Context: an optimization exercise on an open-source flow, tuned for small area, a short achievable clock period and few clock cycles per item. The choices shown serve that exercise and are no tape-out recipe. Only simulation tests tie the RTL to the original design; equivalence was not proved.

JK:
==> flow/design.v (excerpt) <==
module wavelength_to_rgb_core (
  input  logic        clk_i,
  input  logic        rst_ni,
  input  logic        in_valid_i,
  output logic        in_ready_o,
  input  logic [13:0] wavelength_i,
  output logic        out_valid_o,
  input  logic        out_ready_i,
  output logic [7:0]  red_o,
  output logic [7:0]  green_o,
  output logic [7:0]  blue_o
);
  logic       en;
  logic [3:0] v_q;
  assign en = ~v_q[3] | out_ready_i;
  always_ff @(posedge clk_i or negedge rst_ni) begin
    if (!rst_ni) begin
      v_q <= '0;
    end else if (en) begin
      v_q <= {v_q[2:0], in_valid_i};
    end
  end
  assign in_ready_o  = en;
  assign out_valid_o = v_q[3];
  logic [13:0] w;
  logic [2:0]  route_d;
  always_comb begin
    if      (wavelength_i < w2rgb_pkg::W380) w = w2rgb_pkg::W380;
    else if (wavelength_i > w2rgb_pkg::W780) w = w2rgb_pkg::W780;
    else                                     w = wavelength_i;
    if      (wavelength_i < w2rgb_pkg::W420)  route_d = w2rgb_pkg::R_LO;
    else if (wavelength_i < w2rgb_pkg::W440)  route_d = w2rgb_pkg::R_VIO;
    else if (wavelength_i < w2rgb_pkg::W490)  route_d = w2rgb_pkg::R_BLU;
    else if (wavelength_i < w2rgb_pkg::W510)  route_d = w2rgb_pkg::R_CYA;
  ...
For scale: ~64 flip-flops.
clock: 7.0 ns
lec_check: 0
abc_area: 1
cap_margin: 20
core_margin: 2
core_utilization: 45
setup_slack_margin: 3.05
slew_margin: 20
synth_memory_max_bits: 32768
run.sh (not shown) runs the stock make flow with config.mk's settings and CLKGATE_MAP_FILE= SYNTH_SCRIPT=/design/flow/synth_recipe.tcl, a recipe that flattens the netlist after the stock synthesis.
Testbench counts of JK, summed over its fixed seeds: cycles 24,032, items 24,000.
Here is what was changed in the inputs of MS compared with JK.
--- a/flow/config.mk
+++ b/flow/config.mk
@@ -9,6 +9,6 @@
 export CAP_MARGIN = 20
 export CORE_MARGIN = 2
-export CORE_UTILIZATION = 45
-export SETUP_SLACK_MARGIN = 3.05
+export CORE_UTILIZATION = 55
+export SETUP_SLACK_MARGIN = 3.2
 export SLEW_MARGIN = 20
 export SYNTH_MEMORY_MAX_BITS = 32768
Results
Utilization JK -> MS: up. Against JK, MS reports a post-route minimum period that is higher. Overall track demand over capacity in global routing for MS: 12 points up relative to JK. Per the comparison of MS with JK, total half-perimeter wirelength after legalization and detailed placement increased by 1.4 mm relative to the old numbers, share of the clock period used by the worst path after layout increased 6.6 points, floorplan die height decreased 15 um, multi-input combinational area share now sits higher. Sequential share of layout area of JK is on par with MS.

---

== build 35 ==
wavelength_to_rgb_core again, from the RTL that the note above started with.
make LEC_CHECK=0 ABC_AREA=1 CAP_MARGIN=20 CORE_MARGIN=2 CORE_UTILIZATION=45 SETUP_SLACK_MARGIN=3.5 SLEW_MARGIN=20 SYNTH_MEMORY_MAX_BITS=32768 finish   # period 7.0 ns
Per the final summary, build 35 finished and its layout is clean on timing, DRC and antenna.
Testbench counts of build 35, summed over its fixed seeds: cycles 24,032, items 24,000.
Here is what was changed in the inputs of build 56 compared with build 35.
Settings: SETUP_SLACK_MARGIN changed from 3.5 to 2.75.
==> run summary <==
- On clock insertion delay at the later pin of the skew report, build 35 and build 56 are neck and neck.
- Summary of build 56 over build 35: wire length shrank by about 9%; number of signal-net buffers in the layout shrank by 51%.
- Where worst hold slack is concerned, build 35 is better than build 56.
#### Input delta (build 44 over build 56)
Settings: TNS_END_PERCENT newly set to 10; SETUP_SLACK_MARGIN changed from 2.75 to 3.2.
[summary]
- Build 44 completed end to end with timing, DRC and antenna clean.
- Run comparison: build 56 launching element of the worst setup path op_q[5]$_DFFE_PP_; build 44 launching element of the worst setup path route2_q[0]$_DFFE_PP_
- Summary of the comparison: final non-filler cell area is higher in build 44, relative to build 56.
- Diff build 56 and build 44: first-pass GRT wire length lower in build 56
- Comparing iteration count of the initial detailed-routing pass for build 56 and build 44, the smaller number came from build 44.
- Build 44 against build 56: setup slack of the most critical reg-to-reg path has increased.
The inputs of build 83 differ from those of build 44 as listed below.
Settings: TNS_END_PERCENT removed (was 10); SETUP_SLACK_MARGIN changed from 3.2 to 2.6.
### Flow results
Looking at post-CTS setup buffer count across build 44 and build 83, the one that comes out higher is build 44.
Build 83 vs. build 44: wire length of the first global-routing pass saw an increase, worst setup slack saw a decrease.
A slowest stage cell on the critical path of clkdlybuf4s50_1 is what build 83 shows, while fa_1 belongs to build 44.

[port drivers added, routing unchanged]
How much do the figures lean on ideal ports? The routed layouts below were timed once more, with nothing changed but the port constraints. Step 1 assumes that a clkbuf_16 drives the clock port and a buf_2 every other input. Step 2 times the ports against the registers' clock, not the clock port: input delays grow and output delays shrink by t, the midpoint of the rising clock arrivals with the driver on. Three values: ideal ports, drivers, drivers and shift; two values: the first two.
run	t, ns	setup slack, ns	clock arrival spread, ns	pins driven straight from the clock port
JK	0.366	3.124 / 3.124 / 3.124	0.010 / 0.010	1
MS	0.385	2.662 / 2.662 / 2.662	0.016 / 0.016	1
build 35	0.371	3.287 / 3.287 / 3.287	0.007 / 0.007	1
build 56	0.366	2.935 / 2.935 / 2.935	0.011 / 0.011	1
build 44	0.366	3.125 / 3.125 / 3.125	0.010 / 0.010	1
build 83	0.359	2.702 / 2.678 / 2.678	0.007 / 0.008	1
After both steps every run listed still meets setup and hold. For build 83, which loses most, drivers alone change the setup slack by -0.024 ns; drivers and shift together by -0.024 ns.
